What follows belongs to an exercise in optimizing a design on an open flow for small area, a short achievable clock period and few clock cycles per item; a production flow would make more cautious choices.
Only simulation tests tie the RTL to the original design; equivalence was not proved.
No activity file was given, so power comes from the tool's default toggle rates.

==> flow/design.v <==
`timescale 1ns / 1ps
package trcf_pkg;
   localparam int FIELD_LEN_W = 13;
   localparam logic [1:0] CMD_SEGMENT = 2'd0;
   localparam logic [1:0] CMD_LISTEN  = 2'd1;
   localparam logic [1:0] CMD_CONSUME = 2'd2;
   localparam logic [1:0] CMD_TICK    = 2'd3;
   localparam logic [2:0] SEG_SYN  = 3'd0;
   localparam logic [2:0] SEG_FIN  = 3'd2;
   localparam logic [2:0] SEG_DATA = 3'd4;
   localparam logic [1:0] REPLY_SYNACK  = 2'd0;
   localparam logic [1:0] REPLY_FINACK  = 2'd1;
   localparam logic [1:0] REPLY_DATAACK = 2'd2;
   localparam logic [1:0] STATUS_OK      = 2'd0;
   localparam logic [1:0] STATUS_REFUSED = 2'd1;
   localparam logic [1:0] STATUS_SHORT   = 2'd2;
   localparam logic [1:0] STATUS_NO_SLOT = 2'd3;
   localparam logic [1:0] CONN_CLOSED = 2'd0;
   localparam logic [1:0] CONN_LISTEN = 2'd1;
   localparam logic [1:0] CONN_OPEN   = 2'd2;
   localparam logic [1:0] CONN_CWAIT  = 2'd3;
   localparam logic [2:0] REG_ENABLE    = 3'd0;
   localparam logic [2:0] REG_PORT0     = 3'd1;
   localparam logic [2:0] REG_CLOSEWAIT = 3'd5;
   localparam logic [15:0] CLOSEWAIT_RESET = 16'd100;
   typedef struct packed {
      logic [FIELD_LEN_W-1:0] read_length;
      logic [FIELD_LEN_W-1:0] seg_length;
      logic [31:0]            seq_num;
      logic [15:0]            to_port;
      logic [15:0]            from_port;
      logic [7:0]             src_node;
      logic [2:0]             seg_type;
      logic [1:0]             slot;
   } req_data_type;
   typedef struct packed {
      logic [FIELD_LEN_W-1:0] buffered_bytes;
      logic [1:0]             slot_state;
      logic [1:0]             status;
      logic [31:0]            reply_ack_num;
      logic [15:0]            reply_from_port;
      logic [15:0]            reply_to_port;
      logic [7:0]             reply_node;
      logic                   reply_valid;
   } rsp_data_type;
   typedef struct packed {
      logic [1:0]             conn_state;
      logic [7:0]             peer_node;
      logic [15:0]            peer_port;
      logic [31:0]            expected_seq;
      logic [FIELD_LEN_W-1:0] used_bytes;
      logic [15:0]            closewait_count;
   } slot_entry_type;
   localparam int SLOT_ENTRY_W = 2 + 8 + 16 + 32 + FIELD_LEN_W + 16;
   typedef struct packed {
      logic [31:0] a;
      logic [31:0] b;
      logic        sub;
   } alu_op_type;
   typedef struct packed {
      logic [31:0] result;
      logic        borrow;
      logic        zero;
   } alu_res_type;
endpackage
`timescale 1ns / 1ps
import trcf_pkg::*;
module transport_receiver_connection_fsm
#(
   parameter int SLOTS     = 4,
   parameter int BUF_BYTES = 4096
) (
   input  logic         clock,
   input  logic         reset,
   input  logic         req_tvalid,
   output logic         req_tready,
   input  logic [103:0] req_tdata,
   input  logic [1:0]   req_tuser,
   output logic         rsp_tvalid,
   input  logic         rsp_tready,
   output logic [95:0]  rsp_tdata,
   output logic [1:0]   rsp_tuser,
   input  logic         csr_valid,
   output logic         csr_ready,
   input  logic [2:0]   csr_index,
   input  logic [15:0]  csr_data
);
   logic [3:0]  enable_ff;
   logic [15:0] port_ff [4];
   logic [15:0] closewait_ff;
   assign csr_ready = !reset;
   always_ff @(posedge clock) begin
      if (reset) begin
         enable_ff    <= '0;
         closewait_ff <= CLOSEWAIT_RESET;
         for (int i = 0; i < 4; i++) port_ff[i] <= '0;
      end else if (csr_valid) begin
         if (csr_index == 3'd0) enable_ff <= csr_data[3:0];
         if (csr_index == 3'd5) closewait_ff <= csr_data;
         for (int i = 0; i < 4; i++) begin
            if (csr_index == 3'(i + 1)) port_ff[i] <= csr_data;
         end
      end
   end
   logic [1:0]  r_slot;
   logic [2:0]  r_type;
   logic [7:0]  r_node;
   logic [15:0] r_from;
   logic [15:0] r_to;
   logic [31:0] r_seq;
   logic [12:0] r_slen;
   logic [12:0] r_rlen;
   assign r_slot = req_tdata[1:0];
   assign r_type = req_tdata[4:2];
   assign r_node = req_tdata[12:5];
   assign r_from = req_tdata[28:13];
   assign r_to   = req_tdata[44:29];
   assign r_seq  = req_tdata[76:45];
   assign r_slen = req_tdata[89:77];
   assign r_rlen = req_tdata[102:90];
   logic is_seg, is_lis, is_con, is_tick;
   logic t_syn, t_fin, t_data;
   assign is_seg  = (req_tuser == CMD_SEGMENT);
   assign is_lis  = (req_tuser == CMD_LISTEN);
   assign is_con  = (req_tuser == CMD_CONSUME);
   assign is_tick = (req_tuser == CMD_TICK);
   assign t_syn   = (r_type == SEG_SYN);
   assign t_fin   = (r_type == SEG_FIN);
   assign t_data  = (r_type == SEG_DATA);
   logic [1:0]  st_ff   [4];
   logic [7:0]  node_ff [4];
   logic [15:0] pport_ff[4];
   logic [31:0] seq_ff  [4];    
   logic [11:0] used_ff [4];
   logic       rv_ff;
   logic [3:0] rsel_ff;         
   logic [3:0] asel_ff;         
   logic [3:0] hsel_ff;         
   logic [1:0] status_ff;
   logic [1:0] rtype_ff;
   logic acc;
   assign req_tready = !reset && (!rv_ff || rsp_tready);
   assign acc        = req_tvalid && req_tready;
   logic [3:0]  match, sel, kdec;
   logic [31:0] seq_sum;
   logic [12:0] addop;
   logic        found;
   assign seq_sum = r_seq + {19'd0, r_slen};
   assign addop   = is_con ? ~r_rlen : r_slen;
   always_comb begin
      for (int i = 0; i < 4; i++) begin
         match[i] = enable_ff[i] && (port_ff[i] == r_to);
         kdec[i]  = (r_slot == 2'(i));
      end
      sel[0] = match[0];
      sel[1] = match[1] && !match[0];
      sel[2] = match[2] && !match[1] && !match[0];
      sel[3] = match[3] && !match[2] && !match[1] && !match[0];
      found  = |match;
   end
   logic [3:0]  peer_eq, seq_eq, add_ok;
   logic [12:0] add_res [4];
   logic [3:0]  w_peer, w_seq, w_data, w_fin, w_lis, w_con;
   logic [3:0]  ok_i, reply_i, short_i;
   logic [1:0]  rt_i [4];
   logic [3:0]  tclose;
   logic [15:0] tdec [4];
   always_comb begin
      for (int i = 0; i < 4; i++) begin
         peer_eq[i] = (node_ff[i] == r_node) && (pport_ff[i] == r_from);
         seq_eq[i]  = (seq_ff[i] == r_seq);
         add_res[i] = {1'b0, used_ff[i]} + {1'b0, addop[11:0]} + {12'd0, is_con};
         add_ok[i]  = (add_res[i][12] == is_con) && (addop[12] == is_con);
         w_peer[i]  = 1'b0;
         w_seq[i]   = 1'b0;
         w_data[i]  = 1'b0;
         w_fin[i]   = 1'b0;
         w_lis[i]   = 1'b0;
         w_con[i]   = 1'b0;
         ok_i[i]    = 1'b0;
         reply_i[i] = 1'b0;
         short_i[i] = 1'b0;
         rt_i[i]    = REPLY_SYNACK;
         case (st_ff[i])
            CONN_LISTEN: begin
               if (t_syn) begin
                  w_peer[i]  = 1'b1;
                  w_seq[i]   = 1'b1;
                  ok_i[i]    = 1'b1;
                  reply_i[i] = 1'b1;
               end
            end
            CONN_OPEN: begin
               if (peer_eq[i]) begin
                  if (t_syn) begin
                     w_seq[i]   = 1'b1;
                     ok_i[i]    = 1'b1;
                     reply_i[i] = 1'b1;
                  end else if (t_data) begin
                     ok_i[i] = 1'b1;
                     rt_i[i] = REPLY_DATAACK;
                     if (!seq_eq[i]) begin
                        reply_i[i] = 1'b1;
                     end else if (add_ok[i]) begin
                        w_seq[i]   = 1'b1;
                        w_data[i]  = 1'b1;
                        reply_i[i] = 1'b1;
                     end
                  end else if (t_fin) begin
                     w_fin[i]   = 1'b1;
                     ok_i[i]    = 1'b1;
                     reply_i[i] = 1'b1;
                     rt_i[i]    = REPLY_FINACK;
                  end
               end
            end
            CONN_CWAIT: begin
               if (t_fin) begin
                  ok_i[i]    = 1'b1;
                  reply_i[i] = 1'b1;
                  rt_i[i]    = REPLY_FINACK;
               end
            end
            default: ;
         endcase
         w_lis[i]   = enable_ff[i] && (st_ff[i] == CONN_CLOSED);
         w_con[i]   = enable_ff[i] && (st_ff[i] == CONN_OPEN) && add_ok[i];
         short_i[i] = enable_ff[i] && (st_ff[i] == CONN_OPEN) && !add_ok[i];
         tclose[i] = (seq_ff[i][15:1] == 15'd0);
         tdec[i]   = seq_ff[i][15:0] - 16'd1;
      end
   end
   logic [31:0] wseq;
   assign wseq = t_data ? seq_sum : r_seq;
   always_ff @(posedge clock) begin
      for (int i = 0; i < 4; i++) begin
         if (reset) begin
            st_ff[i]   <= CONN_CLOSED;
            used_ff[i] <= '0;
         end else if (acc) begin
            if (is_seg && sel[i]) begin
               if (w_peer[i]) begin
                  node_ff[i]  <= r_node;
                  pport_ff[i] <= r_from;
                  st_ff[i]    <= CONN_OPEN;
               end
               if (w_seq[i]) seq_ff[i] <= wseq;
               if (w_data[i]) used_ff[i] <= add_res[i][11:0];
               if (w_fin[i]) begin
                  st_ff[i]         <= CONN_CWAIT;
                  seq_ff[i][15:0]  <= closewait_ff;
               end
            end
            if (is_lis && kdec[i] && w_lis[i]) st_ff[i] <= CONN_LISTEN;
            if (is_con && kdec[i] && w_con[i]) used_ff[i] <= add_res[i][11:0];
            if (is_tick && st_ff[i] == CONN_CWAIT) begin
               if (tclose[i]) begin
                  st_ff[i]   <= CONN_CLOSED;
                  used_ff[i] <= '0;
               end else begin
                  seq_ff[i][15:0] <= tdec[i];
               end
            end
         end
      end
   end
   logic [1:0] status_n, rtype_n;
   logic [3:0] rsel_n, asel_n, hsel_n;
   always_comb begin
      status_n = STATUS_OK;
      rtype_n  = REPLY_SYNACK;
      rsel_n   = '0;
      asel_n   = '0;
      hsel_n   = kdec;
      if (is_seg) begin
         hsel_n = sel;
         if (!found) begin
            status_n = STATUS_NO_SLOT;
         end else begin
            status_n = STATUS_REFUSED;
            for (int i = 0; i < 4; i++) begin
               if (sel[i]) begin
                  if (ok_i[i]) status_n = STATUS_OK;
                  if (reply_i[i]) begin
                     rtype_n   = rt_i[i];
                     rsel_n[i] = 1'b1;
                     asel_n[i] = (rt_i[i] == REPLY_DATAACK);
                  end
               end
            end
         end
      end else if (is_lis) begin
         status_n = (|(kdec & w_lis)) ? STATUS_OK : STATUS_REFUSED;
      end else if (is_con) begin
         status_n = (|(kdec & w_con))   ? STATUS_OK :
                    (|(kdec & short_i)) ? STATUS_SHORT : STATUS_REFUSED;
      end
   end
   always_ff @(posedge clock) begin
      if (reset) begin
         rv_ff <= 1'b0;
      end else if (acc) begin
         rv_ff <= 1'b1;
      end else if (rsp_tready) begin
         rv_ff <= 1'b0;
      end
   end
   always_ff @(posedge clock) begin
      if (acc) begin
         status_ff <= status_n;
         rtype_ff  <= rtype_n;
         rsel_ff   <= rsel_n;
         asel_ff   <= asel_n;
         hsel_ff   <= hsel_n;
      end
   end
   logic [7:0]  o_node;
   logic [15:0] o_to, o_from;
   logic [31:0] o_ack;
   logic [1:0]  o_state;
   logic [11:0] o_used;
   always_comb begin
      o_node  = '0;
      o_to    = '0;
      o_from  = '0;
      o_ack   = '0;
      o_state = '0;
      o_used  = '0;
      for (int i = 0; i < 4; i++) begin
         o_node  = o_node  | ({8{rsel_ff[i]}}  & node_ff[i]);
         o_to    = o_to    | ({16{rsel_ff[i]}} & pport_ff[i]);
         o_from  = o_from  | ({16{rsel_ff[i]}} & port_ff[i]);
         o_ack   = o_ack   | ({32{asel_ff[i]}} & seq_ff[i]);
         o_state = o_state | ({2{hsel_ff[i]}}  & st_ff[i]);
         o_used  = o_used  | ({12{hsel_ff[i]}} & used_ff[i]);
      end
   end
   assign rsp_tvalid = rv_ff;
   assign rsp_tuser  = rtype_ff;
   assign rsp_tdata  = {6'd0, 1'b0, o_used, o_state, status_ff, o_ack, o_from, o_to, o_node,
                        |rsel_ff};
endmodule
==> flow/run.sh <==
#!/bin/bash
# synth_recipe.tcl (not shown) runs the flow's synth.tcl, then flattens the netlist and writes it again
# the make line also repeats each setting of config.mk as NAME=value (left out here)
make -C /OpenROAD-flow-scripts/flow DESIGN_CONFIG=/design/flow/config.mk WORK_HOME=/design/flow/orfs CLKGATE_MAP_FILE= SYNTH_SCRIPT=/design/flow/synth_recipe.tcl finish
==> flow/config.mk <==
export PLATFORM = sky130hd
export DESIGN_NAME = transport_receiver_connection_fsm
export DESIGN_NICKNAME = transport_receiver_connection_fsm
export VERILOG_FILES = /design/flow/design.v
export SDC_FILE = /design/flow/constraint.sdc
export NUM_CORES = 4
export LEC_CHECK = 0
export CAP_MARGIN = 20
export CORE_MARGIN = 2
export CORE_UTILIZATION = 40
export SLEW_MARGIN = 20
==> flow/constraint.sdc <==
create_clock -name core_clock -period 8.0 [get_ports {clock}]
set_input_delay 1.6000 -clock core_clock [delete_from_list [all_inputs] [get_ports {clock}]]
set_output_delay 1.6000 -clock core_clock [all_outputs]
set_load 0.01 [all_outputs]
==> summary.txt, run 1 <==
Buf+Inv Stages, Crit Path=3; largest family of logic cells by synthesized area=simple AND/OR/NAND/NOR gates; Post-Syn Area=roughly 25000 µm²; dpl hpwl=74890 µm; worst endpoint required time=8.35 ns; number of setup buffers added after CTS=0; r2r worst-path depth=11; Setup Skew=around 0.042 ns; Pre-antenna DRT Iters=6; RSZ-0062 raised after global routing=false; top cells by area, synth=edfxtp_1 29%, dfxtp_1 11%, xor2_1 7.3%, nand2_1 6.1%, xnor2_1 6.0%; # H-tree levels=2; Chip Width=between 200 and 300 µm; via count=about 23000; Port Buffer Count=~220; Final setup viols=0; crit path max-delay cell type=nor3_1; crit start category=input pin; Final Instance Area=around 30000 µm²; largest net degree at the start of global routing=93; sequential fraction of design power=41.4%; mux share of post-synthesis cell area=around 1.6%; crit path kind=in2reg; Reg-to-Reg Start=used_ff[1][0]; Seq/Total Area, Yosys=between 30% and 40%; complex-gate fraction of the synthesized area=between 10% and 20%; CP Capture Type=register; layout cells sized above 1=6.834%; final worst-path cycle share=80.12%; cts bufs inserted=48; Slew Limit Fails=0; Worst EP arrival=slightly below 7 ns; post-route setup TNS=0 ns; pre-CTS setup slack=1.033 ns; Combinational Power Share=12.1%; vias in the first global route=around 23000; Cell Pwr Density=between 150 and 200 nW/µm²; GRT overflow=0; run status=no timing/DRC/antenna violations; Yosys warnings=10; total power=5.247 mW; post-CTS sizing=0; Placed Instances=approximately 3700; Rows=between 90 and 100; global-route usage over all layers=30.44%; Total Wirelength=100100 µm; CTS tree=built; Post-synth EDFFs=between 200 and 250; Yosys top cell area share=around 29%; Routed Antenna Nets=0; fmax=approximately 0.16 GHz; Worst Path Max Fanout=24; Non-Filler Instances=3826; VDD IR max=0.0001639 V; Simple-Gate Fraction of Synth Area=about a fifth; initial antenna violation count=8; Slew @ Worst Pin=roughly 1.1 ns; Starting Density=between 40 and 50%; Sw Share=between 20% and 30%; vias per cell=between 6 and 7; first-pass GRT wire length=about 150000 µm; Avg Synthesized Cell Area=9.049 µm²; Slew Limit Headroom=25.56%; Netlist cell types=just under 100; io pins=231; number of DRC violations after detailed-routing iteration 0=2549; Crit Reg-Reg Endpoint=seq_ff[1][2]; crit-path leading delay family=compound AO/OA/AOI/OAI gates; adder-cell area share of the yosys netlist=under 10%; CTS Sinks=around 380; CP Cell Sequence=clkdlybuf4s50_1, buf_4, nand2b_1, buf_4, o21ai_0, ha_1, a211oi_1, o21ai_0, a31oi_1, o21ai_0, mux2i_1, a21oi_1, nor3_1, mux2i_1, o21ai_0; drt drc=0; Switch Pwr=between 1 and 1.5 mW; most frequent cell after synthesis=nand2_1; minimum clock period=approximately 6.4 ns; WL per Instance=about 26 µm; WHS Endpoint=port_ff[2][7]; post-synth top area cell=edfxtp_1; Fin. Hold Viols=0; Post-synth top cells=406 x nand2_1, 240 x edfxtp_1, 210 x xor2_1; Placer Congestion=0.9820; Worst path max stage delay=0.75 ns; Max Cap Viol=0; most frequent cell on the critical path=o21ai_0; Die Y=between 200 and 300 µm; area grow syn2layout=19.25%; clock buffer depth=3; Syn Inst Count=2780; Core Region=about 62000 µm²; layout net count=about 3200; Cell Int Power=approximately 3.9 mW; Clock transition at path regs=about 0.060 ns; worst setup margin=1.590 ns; HP Start=port_ff[2][7]; top_reg_cell synth=edfxtp_1; Leak Pwr=10.71 nW; async set-reset flop share out of synthesis=0%; clk root buf=clkbuf_16; FF+latch count, synth=381; setup slack, reg-to-reg=approximately 3.7 ns; Clock Latency Late Sink=0.62 ns; DP Area=about 28000 µm²; Synth Area in XOR/XNOR=a little over an eighth; cts hold-fix bufs=0; Clock power frac=between 40% and 50%; die area=64910 µm²; hold depth=2; Hold WC Path Type=reg2reg
[worst max path at each step]
| stage | slack, ns | to | cells after the start | start |
|---|---|---|---|---|
| after floorplan | 1.33 | seq_ff[2][16] | 13 | req_tuser[0] |
| after global placement | 1.05 | seq_ff[1][2] | 15 | req_tuser[0] |
| after detailed placement | 1.03 | seq_ff[1][2] | 15 | req_tuser[0] |
| after CTS | 1.66 | seq_ff[1][2] | 15 | req_tuser[0] |
| after global routing | 1.43 | seq_ff[1][2] | 15 | req_tuser[0] |
| final | 1.59 | seq_ff[1][2] | 15 | req_tuser[0] |
[cell families after synthesis]
group / Yosys count
AND/OR/NAND/NOR: 995
AO/OA/AOI/OAI: 678
XOR/XNOR: 383
flip-flops: 381
buffers and inverters: 215
adder cells (fa/ha/maj): 87
multiplexers: 40
other: 1
[worst register-to-register path, cell delays in order, from the launching register on]
cell and delay (ns):
dfxtp_1 0.34, fa_1 0.47, fa_1 0.46, a211oi_1 0.29, o21ai_0 0.14, a31oi_1 0.34, o21ai_0 0.21, mux2i_1 0.47
a21oi_1 0.27, nor3_1 0.75, mux2i_1 0.27, o21ai_0 0.09
[cell type report]
type | instances | area [µm²]
inverter | 41 | 153.9
clock inverter | 28 | 362.8
multi-input combinational | 2190 | 14310
sequential | 381 | 10030
clock buffer | 61 | 1406
fill | 5855 | 31940
tap | 837 | 1047
antenna | 4 | 10.01
timing repair buffer | 284 | 2683
[layout by cell type, fill, tap and decap left out, types with 65 or more instances in the layout]
master / netlist / layout
ha_1: 78 / 78
dfxtp_1: 141 / 141
a22oi_1: 197 / 197
o21ai_0: 96 / 95
xnor2_1: 172 / 172
nand2_1: 406 / 406
a21oi_1: 178 / 178
edfxtp_1: 240 / 240
nor4_1: 65 / 65
nor3_1: 75 / 71
clkdlybuf4s50_1: 0 / 221
xor2_1: 210 / 210
nor2_1: 175 / 173
[through the flow]
stage | util [%] | hold slack (ns)
CTS | 48.41 | 0.4823
finish | 48.43 | 0.4814
global placement | 45.54 | 0.4698
detailed placement | 45.55 | 0.4742
floorplan | - | 0.4593
global route | 48.42 | 0.5039
[per-layer routing]
layer	routed length, µm	vias to the layer above	track usage (%)
li1	-	10513	-
met1	40360	11250	39.00
met2	46240	1147	49.52
met3	8531	259	6.022
met4	4949	8	13.93
met5	46	-	0
[registers in the layout (all words and copies together) (netlist names)]
signal and count:
status_ff 2, asel_ff 4, pport_ff 64, closewait_ff 16, st_ff 8, rv_ff 1, node_ff 32, rsel_ff 4
seq_ff 128, hsel_ff 4, used_ff 48, enable_ff 4, rtype_ff 2, port_ff 64
[power groups by stage]
stage               Clock, mW  Sequential (mW)  Combinational [mW]
floorplan                   0             2.17               0.360
global placement            0             2.21               0.617
detailed placement          0             2.21               0.625
CTS                      2.47             2.17               0.628
global route             2.54             2.17               0.680
finish                   2.44             2.17               0.635
Testbench counts, summed over its fixed seeds: cycles 4,808, items 4,800.
==> run 2: changes to the inputs <==
--- a/flow/config.mk
+++ b/flow/config.mk
@@ -10,2 +10,3 @@
 export CORE_UTILIZATION = 40
+export SETUP_SLACK_MARGIN = 4
 export SLEW_MARGIN = 20
==> run 2 against run 1 <==
Against the previous run: non-clock buffer count grew 114; sequential cell count unchanged; clock power shrank 7%; synthesized cell count is the same.
==> summary.txt, run 2 <==
run status=no timing/DRC/antenna violations (unchanged); Seq/Total Area, Yosys=39.87% (unchanged); Total Wirelength=101700 µm (was 100100 µm); layout cells sized above 1=17.70% (was 6.834%); Cell Int Power=3.748 mW (was 3.868 mW); first-pass GRT wire length=147100 µm (was 146900 µm); cts bufs inserted=47 (was 48); most common cell after layout, fill and taps aside=nand2_1 (unchanged); number of DRC violations after detailed-routing iteration 0=2712 (was 2549); Worst Path Max Fanout=5 (was 24); Core Region=61940 µm² (unchanged); CTS tree=built (unchanged); minimum clock period=4.748 ns (was 6.410 ns); Cell Pwr Density=156.8 nW/µm² (was 174.9 nW/µm²); Rows=91 (unchanged); Slew Limit Headroom=23.89% (was 25.56%); Clock transition at path regs=0.07 ns (was 0.06 ns); top cells by area, synth=edfxtp_1 29%, dfxtp_1 11%, xor2_1 7.3%, nand2_1 6.1%, xnor2_1 6.0% (unchanged); commonest non-fill, non-tap cells in the layout=391 x nand2_1, 240 x edfxtp_1, 203 x xor2_1 (was 406 x nand2_1, 240 x edfxtp_1, 221 x clkdlybuf4s50_1); VDD IR max=0.0001532 V (was 0.0001639 V); dpl hpwl=72190 µm (was 74890 µm); Clock power frac=43.9% (was 46.5%); Placer Congestion=0.9831 (was 0.9820); Switch Pwr=1.417 mW (was 1.379 mW); crit start category=input pin (unchanged); fmax=0.2106 GHz (was 0.1560 GHz); Netlist cell types=98 (unchanged); sequential fraction of design power=42.0% (was 41.4%); async set-reset flop share out of synthesis=0% (unchanged); Leak Pwr=11.91 nW (was 10.71 nW); top_reg_cell synth=edfxtp_1 (unchanged); clk root buf=clkbuf_16 (unchanged); final worst-path cycle share=59.35% (was 80.12%); post-synth top area cell=edfxtp_1 (unchanged); FF+latch count, synth=381 (unchanged); via count=23889 (was 23177); clock buffer depth=3 (unchanged); initial antenna violation count=5 (was 8); die area=64910 µm² (unchanged); Sw Share=27.44% (was 26.29%); Worst EP arrival=5.12 ns (was 6.76 ns); Non-Filler Instances=3940 (was 3826); Hold WC Path Type=reg2reg (unchanged); drt drc=0 (unchanged); Final Instance Area=32950 µm² (was 30000 µm²); WL per Instance=25.82 µm (was 26.17 µm); area grow syn2layout=30.99% (was 19.25%); Yosys warnings=10 (unchanged); utilization after layout=53.20% (was 48.43%); crit path kind=in2reg (unchanged); vias in the first global route=22705 (was 22736); Post-Syn Area=25160 µm² (unchanged); Routed Antenna Nets=0 (unchanged); Die Y=254.8 µm (unchanged); Max Cap Viol=0 (unchanged); Slew Limit Fails=0 (unchanged); CP Capture Type=register (unchanged); Avg Synthesized Cell Area=9.049 µm² (unchanged); GRT overflow=0 (unchanged); layout net count=3279 (was 3163); Port Buffer Count=222 (unchanged); Syn Inst Count=2780 (unchanged); Yosys top cell area share=28.65% (unchanged); # H-tree levels=2 (unchanged); Fin. Hold Viols=0 (unchanged); io pins=231 (unchanged); largest net degree at the start of global routing=90 (was 93); Final setup viols=0 (unchanged); DP Area=28380 µm² (was 28210 µm²); Starting Density=40.61% (unchanged); CTS Sinks=381 (unchanged); largest registers=seq_ff: 128 flops, port_ff: 64 flops, pport_ff: 64 flops (unchanged); vias per cell=6.063 (was 6.058); Slew @ Worst Pin=1.134 ns (was 1.105 ns); RSZ-0062 raised after global routing=true (was false); Clock Latency Late Sink=0.61 ns (was 0.62 ns); post-route setup TNS=0 ns (unchanged); Post-synth top cells=406 x nand2_1, 240 x edfxtp_1, 210 x xor2_1 (unchanged); worst endpoint required time=8.37 ns (was 8.35 ns); hold slack=0.4846 ns (was 0.4814 ns); Reg with most FFs=seq_ff (unchanged); Placed Instances=3719 (was 3732); Pre-antenna DRT Iters=6 (unchanged); most frequent cell after synthesis=nand2_1 (unchanged); Post-synth EDFFs=240 (unchanged); Combinational Power Share=14.1% (was 12.1%); max reg flops=128 (unchanged); Chip Width=254.8 µm (unchanged); Setup Skew=0.01650 ns (was 0.04184 ns); global-route usage over all layers=30.36% (was 30.44%)
## run 2: power groups by stage
| stage | combinational [mW] | sequential (mW) | clock (mW) |
|---|---|---|---|
| CTS | 0.682 | 2.17 | 2.29 |
| floorplan | 0.370 | 2.17 | 0 |
| global placement | 0.626 | 2.21 | 0 |
| detailed placement | 0.633 | 2.21 | 0 |
| finish | 0.731 | 2.17 | 2.27 |
| global route | 0.775 | 2.17 | 2.36 |
## run 2: repair_timing
| item | in CTS | in global routing |
|---|---|---|
| gates cloned | 4 | 2 |
| pin swaps | 64 | 73 |
| buffers inserted | 84 | 41 |
| hold buffers | 0 | 0 |
| endpoints found under the setup margin | 336 | 351 |
| gates resized for setup | 246 | 188 |
## run 2: cell type report
cell class | instances | area, µm²
antenna | 2 | 5.005
clock buffer | 67 | 1366
clock inverter | 21 | 264.0
fill | 5633 | 28990
inverter | 41 | 165.2
multi-input combinational | 2193 | 16030
sequential | 381 | 10030
tap | 837 | 1047
timing repair buffer | 398 | 4049
## run 2: worst max-delay path, stage by stage
cell	delay, ns
buf_6	0.09
buf_6	0.12
nand2b_4	0.19
buf_6	0.14
buf_4	0.12
o21ai_2	0.29
ha_1	0.37
and4_4	0.22
a221o_1	0.38
and2_2	0.25
o311ai_4	0.46
a21boi_2	0.15
mux2_4	0.34
mux2_4	0.26
a21o_1	0.15
## run 2: per-stage QoR
stage | power (mW) | worst slack, ns
CTS | 5.142 | 3.260
finish | 5.166 | 3.252
global placement | 2.835 | 1.451
global route | 5.306 | 3.205
detailed placement | 2.843 | 1.369
floorplan | 2.545 | 2.711
## run 2: final timing paths
kind              cells after the start  slack [ns]     startpoint       endpoint
setup / recovery                     15        3.25   req_tuser[0]   seq_ff[3][0]
hold / removal                        2        0.48  port_ff[2][7]  port_ff[2][7]
setup reg to reg                      7        4.44   seq_ff[0][6]  seq_ff[0][10]
hold reg to reg                       2        0.48  port_ff[2][7]  port_ff[2][7]
## run 2: kinds of logic (layout without fill, tap and decap cells)
group | Yosys count | count (layout) | synth area share (%)
xor gates and xnor gates | 383 | 383 | 13.36
DFF | 381 | 381 | 39.87
AOI/OAI and AO/OA | 678 | 678 | 17.92
and+or+nand+nor | 995 | 998 | 19.09
other | 1 | 9 | 0.01491
adders and majority gates | 87 | 87 | 4.596
muxes | 40 | 40 | 1.631
buffers and inverters | 215 | 527 | 3.516
## run 2: per-layer routing
metal | global-route usage, % | vias to the layer above | routed length (µm)
li1 | - | 10750 | -
met1 | 39.78 | 11662 | 40910
met2 | 49.07 | 1173 | 47440
met3 | 4.858 | 298 | 8143
met4 | 14.22 | 6 | 5188
met5 | 0 | - | 47

-- re-timing with driven ports --
The flow's constraints put no driver on any port. The routed layouts listed below were extracted and timed again, unchanged, in two steps.
Step 1 assumes that a clkbuf_16 drives the clock port and a buf_2 every other input.
Step 2 moves the port delays by t, midway between the first and last clock arrival at a register: inputs arrive t later, outputs are due t later. That takes back most of the time a late clock gives input paths.
a / b / c = ideal ports / drivers / drivers and shift; a / b = the first two.
| run | t, ns | setup WS [ns] | hold WS [ns] | slew at the worst register clock pin (ns) | worst slew at a driven data input, ns |
|---|---|---|---|---|---|
| run 1 | 0.663 | 1.590 / 1.549 / 0.886 | 0.481 / 0.481 / 0.481 | 0.07 / 0.07 | 0.12 |
| run 2 | 0.665 | 3.252 / 3.246 / 2.580 | 0.485 / 0.485 / 0.485 | 0.07 / 0.07 | 0.13 |
After both steps every run listed still meets setup and hold. The setup slack of run 1, which loses most, moves by -0.041 ns with the drivers and by -0.704 ns with both steps.
